This is an optimization exercise on Yosys and OpenROAD, whose aim is a short achievable clock period and few clock cycles per item, not a production implementation. RTL that was checked went through simulation tests only; none was proved equivalent to the original. Function not checked in run 3: the RTL went through the layout flow alone. Power is estimated from default activity; no workload was simulated.

File: flow/design.v
package npbea_pkg;
  localparam int MUL_AW = 44;
  localparam int MUL_BW = 18;
  localparam int MUL_PW = 62;
  localparam int DIV_NW = 62;
  localparam int DIV_DW = 48;
  localparam int DIV_QW = 36;
  localparam int DIV_CW = 6;
  localparam logic [2:0] EXP_TOP = 3'd6;
  localparam logic [2:0] CFG_LOSS_STRATEGY = 3'd0;
  localparam logic [2:0] CFG_LEARNING_RATE = 3'd1;
  localparam logic [2:0] CFG_STEP_SIZE_0   = 3'd2;
  localparam logic [2:0] CFG_STEP_SIZE_1   = 3'd3;
  localparam logic [2:0] CFG_STEP_SIZE_2   = 3'd4;
  localparam logic [2:0] CFG_STEP_SIZE_3   = 3'd5;
  typedef enum logic [4:0] {
    ST_IDLE,
    ST_LOSS_A,
    ST_LOSS_B,
    ST_MIN,
    ST_EXP_Z,
    ST_EXP_H,
    ST_EXP_W,
    ST_WDIV,
    ST_F_ACC,
    ST_F_MUS,
    ST_F_MUE,
    ST_F_DIV,
    ST_F_UPD,
    ST_SHIFT,
    ST_P_ACC,
    ST_P_AGG,
    ST_DONE
  } state_t;
  typedef struct packed {
    logic              start;
    logic [DIV_NW-1:0] num;
    logic [DIV_DW-1:0] den;
  } div_req_t;
  typedef struct packed {
    logic              busy;
    logic              done;
    logic [DIV_QW-1:0] quot;
  } div_rsp_t;
  function automatic logic [30:0] exp_coef(input logic [2:0] n);
    case (n)
      3'd0:    exp_coef = 31'd1073741824;
      3'd1:    exp_coef = 31'd744261118;
      3'd2:    exp_coef = 31'd257941248;
      3'd3:    exp_coef = 31'd59597083;
      3'd4:    exp_coef = 31'd10327388;
      3'd5:    exp_coef = 31'd1431680;
      3'd6:    exp_coef = 31'd165394;
      default: exp_coef = '0;
    endcase
  endfunction
endpackage
import npbea_pkg::*;
module npbea_mul (
  input  logic                                clk,
  input  logic signed [npbea_pkg::MUL_AW-1:0] a,
  input  logic signed [npbea_pkg::MUL_BW-1:0] b,
  output logic signed [npbea_pkg::MUL_PW-1:0] p
);
  always_ff @(posedge clk) begin
    p <= MUL_PW'(a * b);
  end
endmodule
import npbea_pkg::*;
module npbea_div (
  input  logic                clk,
  input  logic                rst,
  input  npbea_pkg::div_req_t req,
  output npbea_pkg::div_rsp_t rsp
);
  localparam int RW = DIV_DW + 1;
  logic [RW-1:0]     rem;
  logic [DIV_QW-1:0] nlo;
  logic [DIV_QW-1:0] quo;
  logic [DIV_DW-1:0] den;
  logic [DIV_CW-1:0] cnt;
  logic              busy;
  logic              done;
  localparam int SPC = 6;
  logic [RW-1:0]     rs   [SPC+1];
  logic [DIV_QW-1:0] ns   [SPC+1];
  logic [DIV_QW-1:0] qs   [SPC+1];
  logic [RW-1:0]     trial[SPC];
  logic              fits [SPC];
  always_comb begin
    rs[0] = rem;
    ns[0] = nlo;
    qs[0] = quo;
    for (int k = 0; k < SPC; k++) begin
      trial[k] = {rs[k][DIV_DW-1:0], ns[k][DIV_QW-1]};
      fits[k]  = trial[k] >= {1'b0, den};
      rs[k+1]  = fits[k] ? (trial[k] - {1'b0, den}) : trial[k];
      ns[k+1]  = {ns[k][DIV_QW-2:0], 1'b0};
      qs[k+1]  = {qs[k][DIV_QW-2:0], fits[k]};
    end
  end
  always_ff @(posedge clk) begin
    if (rst) begin
      busy <= 1'b0;
      done <= 1'b0;
      cnt  <= '0;
    end else begin
      done <= 1'b0;
      if (req.start) begin
        busy <= 1'b1;
        cnt  <= '0;
      end else if (busy) begin
        cnt <= cnt + 1'b1;
        if (cnt == DIV_CW'(DIV_QW / SPC - 1)) begin
          busy <= 1'b0;
          done <= 1'b1;
        end
      end
    end
  end
  always_ff @(posedge clk) begin
    if (req.start) begin
      rem <= RW'(req.num[DIV_NW-1:DIV_QW]);
      nlo <= req.num[DIV_QW-1:0];
      den <= req.den;
      quo <= '0;
    end else if (busy) begin
      rem <= rs[SPC];
      nlo <= ns[SPC];
      quo <= qs[SPC];
    end
  end
  assign rsp = {busy, done, quo};
endmodule
import npbea_pkg::*;
module nlms_predictor_bank_exp_aggregation_core #(
  parameter int NUM_PREDICTORS = 4,
  parameter int FILTER_ORDER   = 4
) (
  input  logic               clk,
  input  logic               rst,
  input  logic               sample_valid,
  output logic               sample_stall,
  input  logic signed [15:0] sample_value,
  input  logic               series_start,
  output logic               result_valid,
  input  logic               result_stall,
  output logic signed [15:0] aggregate_prediction,
  output logic signed [15:0] prediction_0,
  output logic signed [15:0] prediction_1,
  output logic signed [15:0] prediction_2,
  output logic signed [15:0] prediction_3,
  output logic        [15:0] weight_0,
  output logic        [15:0] weight_1,
  output logic        [15:0] weight_2,
  output logic        [15:0] weight_3,
  input  logic               cfg_valid,
  output logic               cfg_ready,
  input  logic        [2:0]  cfg_index,
  input  logic        [15:0] cfg_data
);
  localparam int NP   = NUM_PREDICTORS;
  localparam int FO   = FILTER_ORDER;
  localparam int PI_W = (NP > 1) ? $clog2(NP) : 1;
  localparam int TJ_W = (FO > 1) ? $clog2(FO) : 1;
  localparam logic [15:0] W_UNI = 16'((32768 + NP / 2) / NP);
  logic        loss_strategy;
  logic [15:0] learning_rate;
  logic [15:0] step_size [4];
  logic signed [15:0] hist   [FO];
  logic signed [23:0] coef   [NP][FO];
  logic        [15:0] weight [NP];
  logic signed [15:0] pred   [NP];
  logic signed [15:0] agg;
  npbea_pkg::state_t            state;
  npbea_pkg::state_t            state_next;
  logic [1:0]        ph;
  logic [PI_W-1:0]   pi;
  logic [TJ_W-1:0]   tj;
  logic [2:0]        hn;
  logic              pi_last;
  logic              tj_last;
  logic              out_free;
  logic signed [15:0] x_reg;
  logic signed [49:0] loss [NP];
  logic signed [49:0] lmin;
  logic signed [33:0] t_reg;
  logic        [45:0] w_prod [NP];
  logic        [47:0] s_sum;
  logic        [30:0] r_reg;
  logic        [15:0] u_reg;
  logic        [4:0]  k_reg;
  logic               e_zero;
  logic signed [43:0] acc;
  logic        [34:0] sq_sum;
  logic        [35:0] den_r;
  logic signed [43:0] err_r;
  logic               num_neg;
  logic [DIV_NW-1:0]  num_mag;
  logic signed [37:0] q_r;
  logic signed [MUL_AW-1:0] op_a;
  logic signed [MUL_BW-1:0] op_b;
  logic signed [MUL_PW-1:0] prod;
  npbea_pkg::div_req_t                 div_req;
  npbea_pkg::div_rsp_t                 div_rsp;
  logic signed [15:0] pred_sel;
  logic        [15:0] wt_sel;
  logic signed [15:0] hist_sel;
  logic signed [23:0] coef_sel;
  logic        [15:0] mu_sel;
  logic signed [16:0] d_loss;
  logic signed [49:0] lmin_c;
  logic        [50:0] delta;
  logic        [30:0] y_val;
  logic               y_big;
  logic        [48:0] zsum;
  logic        [30:0] e_val;
  logic        [51:0] den_tmp;
  logic signed [MUL_PW-1:0] upd;
  logic signed [39:0] csum;
  logic signed [43:0] accn;
  logic        [37:0] q_mag;
  logic signed [15:0] pred_pad [4];
  logic        [15:0] wt_pad   [4];
  function automatic logic signed [MUL_PW-1:0] rnd15(input logic signed [MUL_PW-1:0] v);
    if (v >= 0) begin
      rnd15 = (v + 62'sd16384) >>> 15;
    end else begin
      rnd15 = -((-v + 62'sd16384) >>> 15);
    end
  endfunction
  function automatic logic signed [23:0] sat24(input logic signed [MUL_PW-1:0] v);
    if (v > 62'sd8388607) begin
      sat24 = 24'sh7FFFFF;
    end else if (v < -62'sd8388608) begin
      sat24 = 24'sh800000;
    end else begin
      sat24 = v[23:0];
    end
  endfunction
  function automatic logic signed [15:0] sat16(input logic signed [MUL_PW-1:0] v);
    if (v > 62'sd32767) begin
      sat16 = 16'sh7FFF;
    end else if (v < -62'sd32768) begin
      sat16 = 16'sh8000;
    end else begin
      sat16 = v[15:0];
    end
  endfunction
  npbea_mul u_mul (
    .clk (clk),
    .a   (op_a),
    .b   (op_b),
    .p   (prod)
  );
  npbea_div u_div (
    .clk (clk),
    .rst (rst),
    .req (div_req),
    .rsp (div_rsp)
  );
  assign pred_sel = pred[pi];
  assign wt_sel   = weight[pi];
  assign hist_sel = hist[tj];
  assign coef_sel = coef[pi][tj];
  assign mu_sel   = step_size[2'(pi)];
  assign pi_last  = (pi == PI_W'(NP - 1));
  assign tj_last  = (tj == TJ_W'(FO - 1));
  assign out_free = !result_valid || !result_stall;
  assign cfg_ready = 1'b1;
  always_comb begin
    d_loss = loss_strategy ? (17'(agg) - 17'(x_reg)) : (17'(pred_sel) - 17'(x_reg));
    lmin_c = loss[0];
    for (int i = 1; i < NP; i++) begin
      if (loss[i] < lmin_c) begin
        lmin_c = loss[i];
      end
    end
    delta   = 51'(loss[pi]) - 51'(lmin);
    y_val   = delta[50:20];
    y_big   = y_val > 31'd4194304;
    zsum    = {1'b0, prod[47:0]} + 49'd32768;
    e_val   = e_zero ? '0 : (r_reg >> k_reg);
    den_tmp = {1'b0, prod[50:0]} + 52'd16384;
    upd     = rnd15(prod);
    csum    = 40'(coef_sel) + signed'(upd[39:0]);
    accn    = acc + signed'(prod[43:0]);
    q_mag   = 38'(div_rsp.quot);
  end
  always_comb begin
    state_next = state;
    case (state)
      ST_IDLE: begin
        if (sample_valid) begin
          state_next = series_start ? ST_DONE : ST_LOSS_A;
        end
      end
      ST_LOSS_A: if (ph[0]) state_next = ST_LOSS_B;
      ST_LOSS_B: if (ph[0]) state_next = pi_last ? ST_MIN : ST_LOSS_A;
      ST_MIN:    state_next = ST_EXP_Z;
      ST_EXP_Z:  if (ph[0]) state_next = ST_EXP_H;
      ST_EXP_H:  if (ph[0] && hn == 3'd0) state_next = ST_EXP_W;
      ST_EXP_W:  if (ph[0]) state_next = pi_last ? ST_WDIV : ST_EXP_Z;
      ST_WDIV: begin
        if (ph == 2'd0 && s_sum == '0) begin
          state_next = ST_F_ACC;
        end else if (ph[0] && div_rsp.done && pi_last) begin
          state_next = ST_F_ACC;
        end
      end
      ST_F_ACC:  if (ph == 2'd2 && tj_last) state_next = ST_F_MUS;
      ST_F_MUS:  if (ph[0]) state_next = ST_F_MUE;
      ST_F_MUE:  if (ph[0]) state_next = ST_F_DIV;
      ST_F_DIV:  if (ph[0] && div_rsp.done) state_next = ST_F_UPD;
      ST_F_UPD: begin
        if (ph[0] && tj_last) begin
          state_next = pi_last ? ST_SHIFT : ST_F_ACC;
        end
      end
      ST_SHIFT:  state_next = ST_P_ACC;
      ST_P_ACC:  if (ph[0] && tj_last && pi_last) state_next = ST_P_AGG;
      ST_P_AGG:  if (ph[0] && pi_last) state_next = ST_DONE;
      ST_DONE:   if (out_free) state_next = ST_IDLE;
      default:   state_next = ST_IDLE;
    endcase
  end
  always_comb begin
    sample_stall = (state != ST_IDLE);
    op_a         = '0;
    op_b         = '0;
    div_req      = '0;
    case (state)
      ST_LOSS_A: begin
        op_a = MUL_AW'(learning_rate);
        op_b = MUL_BW'(d_loss);
      end
      ST_LOSS_B: begin
        op_a = MUL_AW'(t_reg);
        op_b = loss_strategy ? MUL_BW'(pred_sel) : MUL_BW'(d_loss);
      end
      ST_EXP_Z: begin
        op_a = MUL_AW'(y_val);
        op_b = 18'sd94548;
      end
      ST_EXP_H: begin
        op_a = MUL_AW'(r_reg);
        op_b = MUL_BW'(u_reg);
      end
      ST_EXP_W: begin
        op_a = MUL_AW'(e_val);
        op_b = MUL_BW'(wt_sel);
      end
      ST_WDIV: begin
        div_req.start = (ph == 2'd0) && (s_sum != '0);
        div_req.num   = DIV_NW'({w_prod[pi], 15'd0}) + DIV_NW'(s_sum >> 1);
        div_req.den   = s_sum;
      end
      ST_F_ACC: begin
        op_a = (ph == 2'd0) ? MUL_AW'(coef_sel) : MUL_AW'(hist_sel);
        op_b = MUL_BW'(hist_sel);
      end
      ST_F_MUS: begin
        op_a = MUL_AW'(sq_sum);
        op_b = MUL_BW'(mu_sel);
      end
      ST_F_MUE: begin
        op_a = err_r;
        op_b = MUL_BW'(mu_sel);
      end
      ST_F_DIV: begin
        div_req.start = (ph == 2'd0);
        div_req.num   = num_mag;
        div_req.den   = DIV_DW'(den_r);
      end
      ST_F_UPD: begin
        op_a = MUL_AW'(q_r);
        op_b = MUL_BW'(hist_sel);
      end
      ST_P_ACC: begin
        op_a = MUL_AW'(coef_sel);
        op_b = MUL_BW'(hist_sel);
      end
      ST_P_AGG: begin
        op_a = MUL_AW'(pred_sel);
        op_b = MUL_BW'(wt_sel);
      end
      default: begin
      end
    endcase
  end
  always_ff @(posedge clk) begin
    if (rst) begin
      loss_strategy <= 1'b0;
      learning_rate <= 16'd4096;
      step_size[0]  <= 16'd3277;
      step_size[1]  <= 16'd6554;
      step_size[2]  <= 16'd13107;
      step_size[3]  <= 16'd26214;
    end else if (cfg_valid && cfg_ready) begin
      case (cfg_index)
        CFG_LOSS_STRATEGY: loss_strategy <= cfg_data[0];
        CFG_LEARNING_RATE: learning_rate <= cfg_data;
        CFG_STEP_SIZE_0:   step_size[0]  <= cfg_data;
        CFG_STEP_SIZE_1:   step_size[1]  <= cfg_data;
        CFG_STEP_SIZE_2:   step_size[2]  <= cfg_data;
        CFG_STEP_SIZE_3:   step_size[3]  <= cfg_data;
        default: begin
        end
      endcase
    end
  end
  always_ff @(posedge clk) begin
    if (rst) begin
      state        <= ST_IDLE;
      ph           <= '0;
      pi           <= '0;
      tj           <= '0;
      hn           <= '0;
      result_valid <= 1'b0;
      agg          <= '0;
      for (int i = 0; i < FO; i++) begin
        hist[i] <= '0;
      end
      for (int i = 0; i < NP; i++) begin
        weight[i] <= W_UNI;
        pred[i]   <= '0;
        for (int j = 0; j < FO; j++) begin
          coef[i][j] <= '0;
        end
      end
    end else begin
      state <= state_next;
      if (state == ST_DONE && out_free) begin
        result_valid <= 1'b1;
      end else if (!result_stall) begin
        result_valid <= 1'b0;
      end
      case (state)
        ST_IDLE: begin
          ph <= '0;
          pi <= '0;
          tj <= '0;
          if (sample_valid && series_start) begin
            agg <= '0;
            for (int i = 1; i < FO; i++) begin
              hist[i] <= '0;
            end
            hist[0] <= sample_value;
            for (int i = 0; i < NP; i++) begin
              weight[i] <= W_UNI;
              pred[i]   <= '0;
              for (int j = 0; j < FO; j++) begin
                coef[i][j] <= '0;
              end
            end
          end
        end
        ST_LOSS_A, ST_EXP_Z, ST_F_MUS, ST_F_MUE: begin
          ph <= ph[0] ? 2'd0 : 2'd1;
          if (state == ST_EXP_Z && ph[0]) begin
            hn <= EXP_TOP - 3'd1;
          end
        end
        ST_LOSS_B, ST_EXP_W: begin
          ph <= ph[0] ? 2'd0 : 2'd1;
          if (ph[0]) begin
            pi <= pi_last ? '0 : pi + 1'b1;
          end
        end
        ST_EXP_H: begin
          ph <= ph[0] ? 2'd0 : 2'd1;
          if (ph[0] && hn != 3'd0) begin
            hn <= hn - 3'd1;
          end
        end
        ST_WDIV: begin
          if (ph == 2'd0) begin
            if (s_sum == '0) begin
              for (int i = 0; i < NP; i++) begin
                weight[i] <= W_UNI;
              end
              pi <= '0;
              tj <= '0;
            end else begin
              ph <= 2'd1;
            end
          end else if (div_rsp.done) begin
            weight[pi] <= div_rsp.quot[15:0];
            ph         <= 2'd0;
            pi         <= pi_last ? '0 : pi + 1'b1;
            tj         <= '0;
          end
        end
        ST_F_ACC: begin
          if (ph == 2'd2) begin
            ph <= 2'd0;
            tj <= tj_last ? '0 : tj + 1'b1;
          end else begin
            ph <= ph + 2'd1;
          end
        end
        ST_F_DIV: begin
          if (ph == 2'd0) begin
            ph <= 2'd1;
          end else if (div_rsp.done) begin
            ph <= 2'd0;
            tj <= '0;
          end
        end
        ST_F_UPD: begin
          ph <= ph[0] ? 2'd0 : 2'd1;
          if (ph[0]) begin
            coef[pi][tj] <= sat24(MUL_PW'(csum));
            tj           <= tj_last ? '0 : tj + 1'b1;
            if (tj_last) begin
              pi <= pi_last ? '0 : pi + 1'b1;
            end
          end
        end
        ST_SHIFT: begin
          for (int j = 1; j < FO; j++) begin
            hist[j] <= hist[j-1];
          end
          hist[0] <= x_reg;
          pi      <= '0;
          tj      <= '0;
          ph      <= '0;
        end
        ST_P_ACC: begin
          ph <= ph[0] ? 2'd0 : 2'd1;
          if (ph[0]) begin
            tj <= tj_last ? '0 : tj + 1'b1;
            if (tj_last) begin
              pred[pi] <= sat16(rnd15(MUL_PW'(accn)));
              pi       <= pi_last ? '0 : pi + 1'b1;
            end
          end
        end
        ST_P_AGG: begin
          ph <= ph[0] ? 2'd0 : 2'd1;
          if (ph[0]) begin
            pi <= pi_last ? '0 : pi + 1'b1;
            if (pi_last) begin
              agg <= sat16(rnd15(MUL_PW'(accn)));
            end
          end
        end
        default: begin
        end
      endcase
    end
  end
  always_ff @(posedge clk) begin
    case (state)
      ST_IDLE: begin
        if (sample_valid) begin
          x_reg <= sample_value;
        end
      end
      ST_LOSS_A: begin
        if (ph[0]) begin
          t_reg <= prod[33:0];
        end
      end
      ST_LOSS_B: begin
        if (ph[0]) begin
          loss[pi] <= loss_strategy ? {prod[48:0], 1'b0} : prod[49:0];
        end
      end
      ST_MIN: begin
        lmin  <= lmin_c;
        s_sum <= '0;
      end
      ST_EXP_Z: begin
        if (ph[0]) begin
          u_reg  <= zsum[31:16];
          k_reg  <= zsum[36:32];
          e_zero <= y_big || (zsum[48:32] > 17'd30);
          r_reg  <= npbea_pkg::exp_coef(EXP_TOP);
        end
      end
      ST_EXP_H: begin
        if (ph[0]) begin
          r_reg <= npbea_pkg::exp_coef(hn) - prod[46:16];
        end
      end
      ST_EXP_W: begin
        if (ph[0]) begin
          w_prod[pi] <= prod[45:0];
          s_sum      <= s_sum + 48'(prod[45:0]);
        end
      end
      ST_WDIV: begin
        acc    <= '0;
        sq_sum <= '0;
      end
      ST_F_ACC: begin
        if (ph == 2'd1) begin
          acc <= accn;
        end else if (ph == 2'd2) begin
          sq_sum <= sq_sum + 35'(prod[30:0]);
        end
      end
      ST_F_MUS: begin
        if (ph[0]) begin
          den_r <= 36'(37'h1000000 + den_tmp[51:15]);
          err_r <= (44'(x_reg) <<< 15) - acc;
        end
      end
      ST_F_MUE: begin
        if (ph[0]) begin
          num_neg <= prod[MUL_PW-1];
          num_mag <= prod[MUL_PW-1] ? DIV_NW'(-prod) : DIV_NW'(prod);
        end
      end
      ST_F_DIV: begin
        if (div_rsp.done) begin
          q_r <= num_neg ? -signed'(q_mag) : signed'(q_mag);
        end
      end
      ST_F_UPD: begin
        acc    <= '0;
        sq_sum <= '0;
      end
      ST_SHIFT: begin
        acc <= '0;
      end
      ST_P_ACC, ST_P_AGG: begin
        if (ph[0]) begin
          if (state == ST_P_ACC) begin
            acc <= tj_last ? '0 : accn;
          end else begin
            acc <= pi_last ? '0 : accn;
          end
        end
      end
      default: begin
      end
    endcase
  end
  always_comb begin
    for (int i = 0; i < 4; i++) begin
      pred_pad[i] = '0;
      wt_pad[i]   = '0;
    end
    for (int i = 0; i < NP; i++) begin
      pred_pad[i] = pred[i];
      wt_pad[i]   = weight[i];
    end
  end
  always_ff @(posedge clk) begin
    if (state == ST_DONE && out_free) begin
      aggregate_prediction <= agg;
      prediction_0         <= pred_pad[0];
      prediction_1         <= pred_pad[1];
      prediction_2         <= pred_pad[2];
      prediction_3         <= pred_pad[3];
      weight_0             <= wt_pad[0];
      weight_1             <= wt_pad[1];
      weight_2             <= wt_pad[2];
      weight_3             <= wt_pad[3];
    end
  end
endmodule
File: flow/run.sh
#!/bin/bash
# synth_recipe.tcl (not shown) runs the flow's synth.tcl, then flattens the netlist and writes it again
# the make line also repeats each setting of config.mk as NAME=value (left out here)
make -C /OpenROAD-flow-scripts/flow DESIGN_CONFIG=/design/flow/config.mk WORK_HOME=/design/flow/orfs CLKGATE_MAP_FILE= SYNTH_SCRIPT=/design/flow/synth_recipe.tcl finish
File: flow/config.mk
export PLATFORM = sky130hd
export DESIGN_NAME = nlms_predictor_bank_exp_aggregation_core
export DESIGN_NICKNAME = nlms_predictor_bank_exp_aggregation_core
export VERILOG_FILES = /design/flow/design.v
export SDC_FILE = /design/flow/constraint.sdc
export NUM_CORES = 4
export LEC_CHECK = 0
export CAP_MARGIN = 20
export CORE_MARGIN = 2
export CORE_UTILIZATION = 40
export SLEW_MARGIN = 20
File: flow/constraint.sdc
create_clock -name core_clock -period 15.0 [get_ports {clk}]
set_input_delay 3.0000 -clock core_clock [delete_from_list [all_inputs] [get_ports {clk}]]
set_output_delay 3.0000 -clock core_clock [all_outputs]
set_load 0.01 [all_outputs]
==> results of run 1 <==
[routing by layer]
layer  part of all wire (%)  vias up  wire, um
li1                       -    56570         -
met1                     40    63050    238000
met2                     44     6298    262000
met3                     10     1192     59700
met4                    5.9       26     35230
met5                  0.030        -       178
[where the power goes]
part	switching [mW]	total (mW)	internal, mW	leakage [nW]
Clock	2.28	5.17	2.89	3.23
Combinational	13.3	23.4	10.2	52.8
Sequential	0.306	6.76	6.45	17.8
[area by class of cell]
class | count | area (um2) | area share, %
Antenna cell | 25 | 62.56 | 0.03553
Clock buffer | 274 | 5685 | 3.229
Inverter | 1319 | 4957 | 2.815
Clock inverter | 103 | 1008 | 0.5727
Timing Repair Buffer | 1805 | 14510 | 8.241
Tap cell | 4972 | 6221 | 3.533
Sequential cell | 1917 | 54540 | 30.97
Multi-Input combinational cell | 11110 | 89100 | 50.60
[worst reg2reg max path, delay by kind of cell (launching register included)]
family          cells  cell delay [ns]
simple gates       24             4.72
flops               1             0.40
mux                 4             1.34
compound gates     43             8.53
fa+ha+maj           7             1.96
buf+inv            21             2.86
[cells by family after synthesis]
kind of cell | Yosys count | synth area share, %
AO/OA/AOI/OAI | 3338 | 14.25
multiplexers | 685 | 6.897
AND/OR/NAND/NOR | 4552 | 14.42
XOR/XNOR | 848 | 4.961
adder cells (fa/ha/maj) | 1682 | 17.82
flip-flops | 1917 | 36.33
other | 1 | 0.002500
buffers and inverters | 2066 | 5.310
[stage by stage]
step	util (%)	std cells	power [mW]	TNS, ns
5_1_grt	47.22	21500	37.00	-290.03
3_3_place_gp	44.96	21030	28.39	-291.10
2_1_floorplan	-	15090	18.68	-180.93
4_1_cts	47.06	21480	34.58	-255.15
6_report	47.24	21520	35.35	-248.48
3_5_place_dp	44.98	21030	28.27	-293.01
[worst max path at each step]
stage                                        from                    endpoint  slack (ns)  cells past startpoint
after floorplan            u_div.den[1]$_DFFE_PP_      u_div.rem[0]$_DFFE_PP_       -3.79                     99
after global placement     u_div.rem[8]$_DFFE_PP_  u_div.rem[32]$_SDFFE_PP0P_       -6.01                     92
after detailed placement   u_div.rem[8]$_DFFE_PP_  u_div.rem[31]$_SDFFE_PP0P_       -6.08                     93
after CTS                 u_div.nlo[35]$_DFFE_PP_     u_div.rem[24]$_DFFE_PP_       -5.23                    114
after global routing      u_div.nlo[35]$_DFFE_PP_     u_div.rem[24]$_DFFE_PP_       -5.94                    103
final                     u_div.nlo[35]$_DFFE_PP_     u_div.rem[25]$_DFFE_PP_       -5.10                     99
[cell usage after synthesis (all sizes together), types with 306 or more instances]
cell type     n  area [um2]
a21o        314        2357
a21oi       822        4133
clkbuf      613        2336
dfxtp       306        6126
edfxtp     1611       48380
fa          758       15170
ha          924       11560
inv        1308        4910
nand2      1599        6005
nand3       360        1827
nor2       1009        3790
o21ai       991        4971
xnor2       625        5489
[placed cells by master, fill, tap and decap left out, types with 48 or more instances in the layout]
| cell | n |
|---|---|
| and2_1 | 164 |
| nand2b_1 | 191 |
| fa_1 | 757 |
| a21oi_1 | 796 |
| a31oi_1 | 92 |
| a21o_1 | 313 |
| nor4_1 | 91 |
| nand4_1 | 160 |
| a222oi_1 | 66 |
| o21bai_1 | 73 |
| a22o_1 | 69 |
| a221oi_1 | 71 |
| inv_1 | 1296 |
| ha_1 | 904 |
| xor2_1 | 219 |
| o21a_1 | 108 |
| nor3_1 | 272 |
| nand3_1 | 347 |
| edfxtp_1 | 1611 |
| nor2b_1 | 212 |
| a22oi_1 | 54 |
| o21ai_0 | 887 |
| clkbuf_1 | 48 |
| xnor2_1 | 618 |
| clkbuf_16 | 215 |
| nand2_1 | 1592 |
| o211ai_1 | 62 |
| o21ai_1 | 82 |
| buf_4 | 1564 |
| a211oi_1 | 121 |
| o31ai_1 | 57 |
| and3_1 | 118 |
| mux4_2 | 260 |
| or3_1 | 76 |
| mux2i_1 | 230 |
| or2_2 | 60 |
| dfxtp_1 | 289 |
| mux2_2 | 171 |
| clkdlybuf4s50_1 | 185 |
| nor2_1 | 986 |
[what timing repair did]
action,CTS,global route
gates cloned,7,0
pin swaps,51,46
setup buffers,65,18
endpoints found under the setup margin,50,53
gates resized for setup,75,98
==> impl_metrics.toml, run 1 <==
[clock_tree]
cts-buffers-inserted = 210
cts_tree = "yes"
clock_path_buffers = 4
clockRootBuffer = "clkbuf_16"
clock_latency_ns = 0.96
htreeDepth = 4
numClockSinks = 1917
hold_buffers = 0
cts.reportedPaths.clkPinSlew_ns = 0.06

[placement]
place_congestion = 1.051
io_buffers = 186
hpwl_um = 457800
dpl_cell_area_um2 = 167700
place_ws_ns = -6.079

[yosys]
synth-seq-cells = 1917
ys_types = 127
syn_nets = 16810
synth_edf_count = 1611
synth_area_um2 = 150000
syn_area_per_cell_um2 = 9.942
yosysWarnings = 12
synth-async-reset-ratio_pct = 0
ys_seq_area_share_pct = 36.33
synthFlopType = "edfxtp_1"
syn_inst = 15090

[timing]
worst_slack_ns = -5.100
timing.hold.ws_ns = 0.4231
relSlewSlack_pct = 11.61
finalHoldViolations = 0
fin_crit_ns = 20.10
tightest_slew_ns = 1.312
setup-violations-final = 50
finalClockSkew_ns = 0.1416
max_freq_mhz = 49.75
rsz0062_at_grt = "yes"
drv_slew = 0
period_share_pct = 134.0

[drt]
wl_per_cell_um = 27.65
drt_pass1_iterations = 9
vias = 127100
dr.first_iter.drc_count = 16060
viasPerCell = 5.907
drc = 0
routed_wirelength_um = 595100
ant_nets = 0

[power_and_ir_drop]
leakagePower_nw = 73.87
ir_drop_uv = 369.1
p_per_area_nw_per_um2 = 200.7

[setup_path]
start_kind = "register"
path_class = "reg -> reg"
crit_family = "compound AO/OA/AOI/OAI gates"
cp_common_cell = "buf_4"
reg2reg_from = "u_div.nlo[35]$_DFFE_PP_"
path_buf_inv = 21
arrival_ns = 20.68
rrSetupSlack_ns = -5.10
crit_path_max_incr_delay_ns = 0.60
cp.required_ns = 15.58
r2r.worst_path.cells = 99
cpMaxStageDelayCell = "or4_1"
worstPathMaxFanout = 7
worst_setup_path_end_kind = "register"
r2r_end = "u_div.rem[25]$_DFFE_PP_"

[worst_hold_path]
holdCritStartpoint = "pred[2][13]$_SDFFCE_PN0P_"
hold_depth = 0
worst_hold_path.endpoint = "prediction_2[13]$_DFFE_PP_"
min_path_type = "reg -> reg"

[die]
ios = 188
die_w_um = 616.4
die-area_um2 = 379900
core_area_um2 = 372800
rows = 224
start_util_pct = 40.24
die_h_um = 616.4

[layout]
area_growth_pct = 17.38
max_flop_register = "coef"
final_area_um2 = 176100
largestRegisters = "coef x384, loss x200, w_prod x184"
final_nets = 18080
largest_reg_flops = 384
layout-drive-gt1-share_pct = 16.70
fillers = 35100

[flow_run]
cap_violations = 0

[run_status]
status = "finished with violations"
failed_checks = "negative setup slack"

[global_route]
grt-ovfl-total = 0
grt_util_met2_pct = 47.04
gr-usage-met3_pct = 6.253
busiest_layer = "met2"
grt_pass1_vias = 122500
grt_max_degree = 85
grt_pass1_wl_um = 853900
grtUsageMet1_pct = 40.80
grtUsageTotal_pct = 30.54
antenna_found_initial = 48
Testbench counts, summed over its fixed seeds: cycles 285,700, items 1,024.
==> run 2: changes to the inputs <==
--- a/flow/design.v
+++ b/flow/design.v
@@ -81,7 +81,7 @@
   logic [DIV_CW-1:0] cnt;
   logic              busy;
   logic              done;
-  localparam int SPC = 6;
+  localparam int SPC = 2;
   logic [RW-1:0]     rs   [SPC+1];
   logic [DIV_QW-1:0] ns   [SPC+1];
   logic [DIV_QW-1:0] qs   [SPC+1];
--- a/flow/config.mk
+++ b/flow/config.mk
@@ -5,7 +5,7 @@
 export SDC_FILE = /design/flow/constraint.sdc
 export NUM_CORES = 4
 export LEC_CHECK = 0
-export CAP_MARGIN = 20
+export CAP_MARGIN = 40
 export CORE_MARGIN = 2
 export CORE_UTILIZATION = 40
-export SLEW_MARGIN = 20
+export SLEW_MARGIN = 40
==> impl_metrics.toml, run 2 <==
[run_status]
status = "timing/DRC/antenna clean"

[yosys]
synth_edf_count = 1611
synthFlopType = "edfxtp_1"
syn_area_per_cell_um2 = 10.23
synth-seq-cells = 1917
ys_top_cells_by_area = "edfxtp_1 (35%), fa_1 (11%), ha_1 (6.6%)"
synth_area_um2 = 138000
syn_inst = 13480
ys_top_cells_by_count = "edfxtp_1 (1611), nand2_1 (1391), inv_1 (1356)"
ys_types = 110
yosys.area.top_type = "edfxtp_1"
ys_seq_area_share_pct = 39.51
synth.most_common_cell = "edfxtp_1"
synth_top_area_share_pct = 35.07
synth-async-reset-ratio_pct = 0
yosysWarnings = 12
syn_nets = 15010

[global_route]
grt_max_degree = 87
gr-usage-met3_pct = 7.312
grt_pass1_wl_um = 737500
busiest_layer = "met2"
grtUsageTotal_pct = 28.79
grt-ovfl-total = 0
antenna_found_initial = 52
grt_pass1_vias = 105300
grt_util_met2_pct = 44.03
grtUsageMet1_pct = 38.50

[clock_tree]
clock_latency_ns = 0.94
cts_tree = "yes"
numClockSinks = 1917
cts-buffers-inserted = 217
postCtsSetupBuffers = 0
clock_path_buffers = 4
cts_resized = 0
htreeDepth = 4
hold_buffers = 0
clockRootBuffer = "clkbuf_16"
cts.reportedPaths.clkPinSlew_ns = 0.06

[drt]
routed_wirelength_um = 512600
drc = 0
drt_pass1_iterations = 8
ant_nets = 0
dr.first_iter.drc_count = 13830
viasPerCell = 5.971
wl_per_cell_um = 27.99
vias = 109300

[timing]
tightest_slew_ns = 0.9821
finalClockSkew_ns = 0.1664
relSlewSlack_pct = 34.06
period_share_pct = 93.47
fin_crit_ns = 14.02
drv_slew = 0
timing.hold.ws_ns = 0.4434
rsz0062_at_grt = "no"
fin_tns_setup_ns = 0
finalHoldViolations = 0
setup-violations-final = 0
max_freq_mhz = 71.32

[layout]
final_common_cell = "edfxtp_1"
layout-drive-gt1-share_pct = 9.433
finalNonFillerCells = 18310
register_area_um2 = 54540
largestRegisters = "coef x384, loss x200, w_prod x184"
mostFrequentLayoutCells = "edfxtp_1 (1611), nand2_1 (1385), inv_1 (1354)"
fillers = 32420
multi_input_area_um2 = 76740
largest_reg_flops = 384
final_nets = 15080
area_growth_pct = 11.62
max_flop_register = "coef"
utilization_pct = 44.86

[setup_path]
crit_path_max_incr_delay_ns = 0.60
cp.required_ns = 15.75
start_kind = "register"
arrival_ns = 14.77
cp_common_cell = "o21ai_0"
worstPathMaxFanout = 40
cpMaxStageDelayCell = "mux4_2"
worst_setup_path_end_kind = "register"
path_class = "reg -> reg"

[placement]
hpwl_um = 389900
place_congestion = 1.035
io_buffers = 186
dp_cells = 17880

[power_and_ir_drop]
p_per_area_nw_per_um2 = 133.8
internal-power_mw = 12.15
power.switching_mw = 8.455
pwr-share-seq_pct = 31.5
p_clk_share_pct = 26.8
switching_share_pct = 41.04
ir_drop_uv = 110.3
leakagePower_nw = 61.37
combPwrFrac_pct = 41.7

[die]
ios = 188
start_util_pct = 40.19
die_w_um = 591.3
core_area_um2 = 343300
die_h_um = 591.3
rows = 215
die-area_um2 = 349600

[flow_run]
cap_violations = 0

[worst_hold_path]
min_path_type = "reg -> reg"
## run 2: cell count changes in the layout (fill, tap and decap cells not counted), sizes merged, moves of 60 or more
cell / previous run / this run
nand2: 1599 / 1391
mux2: 179 / 94
nand3: 361 / 246
buf: 1620 / 339
xnor2: 625 / 520
a21o: 314 / 202
inv: 1316 / 1376
ha: 924 / 733
nand2b: 193 / 108
o21ai: 991 / 514
a21oi: 822 / 730
nor2: 1009 / 1246
## run 2: area by class of cell
type | count | area share, %
Multi-Input combinational cell | 9517 | 49.84
Sequential cell | 1917 | 35.42
Clock buffer | 264 | 3.728
Tap cell | 4557 | 3.703
Inverter | 1370 | 3.341
Timing Repair Buffer | 526 | 2.959
Clock inverter | 134 | 0.9750
Antenna cell | 27 | 0.04388
## run 2: metal layers
layer  share of wire, %  vias to the layer above
li1                   -                    47800
met1                 40                    54580
met2                 44                     5794
met3                 11                     1129
met4                5.1                       42
met5              0.053                        -
## run 2: logic make-up (layout without fill, tap and decap cells)
family          count (synthesis)  after routing  synth area share (%)
compound gates               2546           2546                 12.18
xor+xnor                      688            688                 4.373
fa+ha+maj                    1487           1487                 17.59
buf+inv                      2047           2294                 5.636
flops                        1917           1917                 39.51
mux                           545            545                 6.407
other cells                     1             28              0.002718
simple gates                 4250           4250                 14.31
## run 2: power groups by stage
stage                     sequential (mW)  clock [mW]  combinational, mW
final                                6.50        5.52               8.59
after CTS                            6.49        5.55               8.36
after global routing                 6.51        5.75               9.12
after global placement               6.59           0               8.24
after detailed placement             6.60           0               8.31
after floorplan                      6.50           0               5.34
## run 2: worst max-delay path: cells and delay by family, from the launching register on
family,cells,cell delay (ns)
AOI/OAI and AO/OA,26,6.33
adders and majority gates,8,3.78
buffers and inverters,6,1.30
muxes,2,0.86
and+or+nand+nor,5,0.75
DFF,1,0.53
xor gates and xnor gates,2,0.26
## run 2: path summary, 6_finish.rpt
| path | slack, ns | startpoint | depth (start not counted) | endpoint |
|---|---|---|---|---|
| max | 0.98 | register | 49 | u_mul.p[60]$_DFF_P_ |
| min | 0.44 | pred[0][4]$_SDFFCE_PN0P_ | 0 | prediction_0[4]$_DFFE_PP_ |
| max reg2reg | 0.98 | register | 49 | u_mul.p[60]$_DFF_P_ |
| min reg2reg | 0.44 | pred[0][4]$_SDFFCE_PN0P_ | 0 | prediction_0[4]$_DFFE_PP_ |
## run 2: through the flow
step                setup slack, ns  power [mW]  cell area (um2)
floorplan                     1.422       11.84           138000
global placement             0.8876       14.84           146100
detailed placement            1.140       14.91           146500
CTS                           1.149       20.40           153700
global route                0.03367       21.38           153900
finish                       0.9790       20.60           154000
Testbench counts of run 2, summed over its fixed seeds: cycles 381,508, items 1,024.
==> run 3: changes to the inputs <==
--- a/flow/design.v
+++ b/flow/design.v
@@ -81,24 +81,10 @@
   logic [DIV_CW-1:0] cnt;
   logic              busy;
   logic              done;
-  localparam int SPC = 2;
-  logic [RW-1:0]     rs   [SPC+1];
-  logic [DIV_QW-1:0] ns   [SPC+1];
-  logic [DIV_QW-1:0] qs   [SPC+1];
-  logic [RW-1:0]     trial[SPC];
-  logic              fits [SPC];
-  always_comb begin
-    rs[0] = rem;
-    ns[0] = nlo;
-    qs[0] = quo;
-    for (int k = 0; k < SPC; k++) begin
-      trial[k] = {rs[k][DIV_DW-1:0], ns[k][DIV_QW-1]};
-      fits[k]  = trial[k] >= {1'b0, den};
-      rs[k+1]  = fits[k] ? (trial[k] - {1'b0, den}) : trial[k];
-      ns[k+1]  = {ns[k][DIV_QW-2:0], 1'b0};
-      qs[k+1]  = {qs[k][DIV_QW-2:0], fits[k]};
-    end
-  end
+  logic [RW-1:0]     trial;
+  logic              fits;
+  assign trial = {rem[DIV_DW-1:0], nlo[DIV_QW-1]};
+  assign fits  = trial >= {1'b0, den};
   always_ff @(posedge clk) begin
     if (rst) begin
       busy <= 1'b0;
@@ -111,7 +97,7 @@
         cnt  <= '0;
       end else if (busy) begin
         cnt <= cnt + 1'b1;
-        if (cnt == DIV_CW'(DIV_QW / SPC - 1)) begin
+        if (cnt == DIV_CW'(DIV_QW - 1)) begin
           busy <= 1'b0;
           done <= 1'b1;
         end
@@ -125,9 +111,9 @@
       den <= req.den;
       quo <= '0;
     end else if (busy) begin
-      rem <= rs[SPC];
-      nlo <= ns[SPC];
-      quo <= qs[SPC];
+      rem <= fits ? (trial - {1'b0, den}) : trial;
+      nlo <= {nlo[DIV_QW-2:0], 1'b0};
+      quo <= {quo[DIV_QW-2:0], fits};
     end
   end
   assign rsp = {busy, done, quo};
--- a/flow/config.mk
+++ b/flow/config.mk
@@ -5,7 +5,7 @@
 export SDC_FILE = /design/flow/constraint.sdc
 export NUM_CORES = 4
 export LEC_CHECK = 0
-export CAP_MARGIN = 40
+export CAP_MARGIN = 20
 export CORE_MARGIN = 2
 export CORE_UTILIZATION = 40
-export SLEW_MARGIN = 40
+export SLEW_MARGIN = 20
==> impl_metrics.toml, run 3 <==
[die]
die_h_um = 582.7
core_area_um2 = 333400
die-area_um2 = 339500
rows = 212
ios = 188
die_w_um = 582.7
start_util_pct = 40.17

[clock_tree]
clockRootBuffer = "clkbuf_16"
clock_latency_ns = 0.97
htreeDepth = 4
cts_tree = "yes"
cts.reportedPaths.clkPinSlew_ns = 0.06
clock_path_buffers = 4
hold_buffers = 0
numClockSinks = 1917
cts-buffers-inserted = 215

[global_route]
grt_max_degree = 91
grt_pass1_vias = 98970
grt-ovfl-total = 0
antenna_found_initial = 44
grt_pass1_wl_um = 691500
grtUsageTotal_pct = 27.60

[flow_run]
cap_violations = 0

[placement]
place_ws_ns = 0.9388
place_congestion = 0.9901
io_buffers = 186
hpwl_um = 352000

[layout]
final_nets = 14320
layout-drive-gt1-share_pct = 8.763
mostFrequentLayoutCells = "edfxtp_1 (1611), inv_1 (1334), nor2_1 (1276)"
final_common_cell = "edfxtp_1"
max_flop_register = "coef"
area_growth_pct = 10.93
largest_reg_flops = 384
largestRegisters = "coef x384, loss x200, w_prod x184"

[yosys]
ys_top_cells_by_area = "edfxtp_1 (36%), fa_1 (11%), ha_1 (6.4%)"
synth-async-reset-ratio_pct = 0
ys_types = 108
ys_seq_area_share_pct = 40.69
yosys.area.top_type = "edfxtp_1"
ys_top_cells_by_count = "edfxtp_1 (1611), inv_1 (1334), nor2_1 (1296)"
yosysWarnings = 7
synth_area_um2 = 133900
synth_edf_count = 1611
synth.most_common_cell = "edfxtp_1"
syn_area_per_cell_um2 = 10.43
syn_nets = 14320
synth-seq-cells = 1917
synth_top_area_share_pct = 36.12
synthFlopType = "edfxtp_1"
syn_inst = 12840

[timing]
rsz0062_at_grt = "no"
fin_crit_ns = 13.84
fin_tns_setup_ns = 0
tightest_slew_ns = 1.266
finalHoldViolations = 0
timing.hold.ws_ns = 0.4322
relSlewSlack_pct = 13.15
period_share_pct = 92.24
setup-violations-final = 0
finalClockSkew_ns = 0.1271
drv_slew = 0
max_freq_mhz = 72.28
worst_slack_ns = 1.164

[setup_path]
cp_common_cell = "fa_1"
r2r.worst_path.cells = 50
r2r_end = "u_mul.p[59]$_DFF_P_"
rrSetupSlack_ns = 1.16
worst_setup_path_end_kind = "register"
worstPathMaxFanout = 36
cpMaxStageDelayCell = "dfxtp_4"
arrival_ns = 14.63
start_kind = "register"
path_class = "reg -> reg"
cp.required_ns = 15.79
crit_path_max_incr_delay_ns = 0.77

[power_and_ir_drop]
p_per_area_nw_per_um2 = 139.2
power_mw = 20.68
leakagePower_nw = 58.56
ir_drop_uv = 139.8

[drt]
dr.first_iter.drc_count = 12550
wl_per_cell_um = 27.42
vias = 102300
viasPerCell = 5.874
drc = 0
routed_wirelength_um = 477500
drt_pass1_iterations = 7
ant_nets = 0

[worst_hold_path]
min_path_type = "reg -> reg"
holdCritStartpoint = "pred[2][8]$_SDFFCE_PN0P_"
hold_depth = 0
worst_hold_path.endpoint = "prediction_2[8]$_DFFE_PP_"

[run_status]
status = "timing/DRC/antenna clean"
==> run 3: worst max-delay path by stage <==
stage,start,endpoint,slack (ns),cells past startpoint
after floorplan,register,u_mul.p[61]$_DFF_P_,0.75,53
after global placement,register,u_mul.p[61]$_DFF_P_,1.0,48
after detailed placement,register,u_mul.p[59]$_DFF_P_,0.94,48
after CTS,register,u_mul.p[59]$_DFF_P_,0.79,48
after global routing,register,u_mul.p[61]$_DFF_P_,0.17,50
final,register,u_mul.p[59]$_DFF_P_,1.16,50
==> run 3: final cells by class <==
class | instances | area, um2
inverters | 1351 | 5076
well taps | 4387 | 5489
clock buffers | 286 | 5962
clock inverters | 113 | 1257
diodes | 9 | 22.52
flip-flops and latches | 1917 | 54530
fillers | 31260 | 184800
repair buffers | 448 | 3892
multi-input cells | 8906 | 72350
==> run 3: metal layers <==
metal / vias up / track usage, % / part of all wire (%)
met4: 28 / 12.95 / 5.5
met1: 51110 / 36.84 / 40
met5: - / 0 / 0.043
met2: 5022 / 42.55 / 44
met3: 968 / 6.260 / 10
li1: 45170 / - / -
==> run 3: critical path: cells and delay by family (launching register included) <==
kind	cells	cell delay [ns]
AOI/OAI and AO/OA	25	6.36
DFF	1	0.77
xor gates and xnor gates	1	0.14
and+or+nand+nor	6	0.59
buffers and inverters	7	1.12
adders and majority gates	9	3.73
muxes	2	0.84
==> run 3: what timing repair did <==
| action | CTS | global route |
|---|---|---|
| setup endpoints to repair | 0 | 3 |
| buffers inserted | 0 | 2 |
| gates resized for setup | 0 | 3 |
==> run 3: cell families (layout without fill, tap and decap cells) <==
group / after synthesis / count (layout) / share of synthesized area (%)
adder cells (fa/ha/maj): 1439 / 1439 / 17.66
other: 1 / 10 / 0.002800
buffers and inverters: 2014 / 2198 / 5.735
flip-flops: 1917 / 1917 / 40.69
XOR/XNOR: 649 / 649 / 4.249
AND/OR/NAND/NOR: 3972 / 3972 / 13.67
multiplexers: 491 / 491 / 6.166
AO/OA/AOI/OAI: 2354 / 2354 / 11.83
==> run 3: power breakdown <==
| part | switching, mW | internal, mW |
|---|---|---|
| Clock | 2.34 | 3.15 |
| Combinational | 5.93 | 2.69 |
| Sequential | 0.268 | 6.30 |
==> run 3: through the flow <==
step	util [%]	instance area (um2)	std cells
5_1_grt	44.56	148600	17410
2_1_floorplan	-	133900	12840
6_report	44.56	148600	17420
3_5_place_dp	42.37	141300	17010
4_1_cts	44.54	148500	17410
3_3_place_gp	42.36	141300	17010

separate check: timing with driven ports:
The results above use ideal ports. As a check the final layouts listed here were re-extracted and re-timed, cells and wires unchanged. Step 1 assumes that a clkbuf_16 drives the clock port and a buf_2 every other input. Step 2, shift: input delay + t, output delay - t, t = (earliest + latest rising clock arrival at the registers) / 2. This alone moves slack from input paths to output paths. Slacks: ideal ports / drivers / drivers and shift; pairs: ideal ports / drivers.
run | t (ns) | setup slack, ns | worst hold slack (ns) | worst setup path at the end | cell pins on the clock port's net
run 1 | 1.000 | -5.100 / -5.100 / -5.100 | 0.423 / 0.423 / 0.423 | register to register | 1
run 2 | 0.968 | 0.979 / 0.979 / 0.979 | 0.443 / 0.443 / 0.443 | register to register | 1
run 3 | 1.011 | 1.164 / 1.164 / 1.164 | 0.432 / 0.432 / 0.432 | register to register | 1
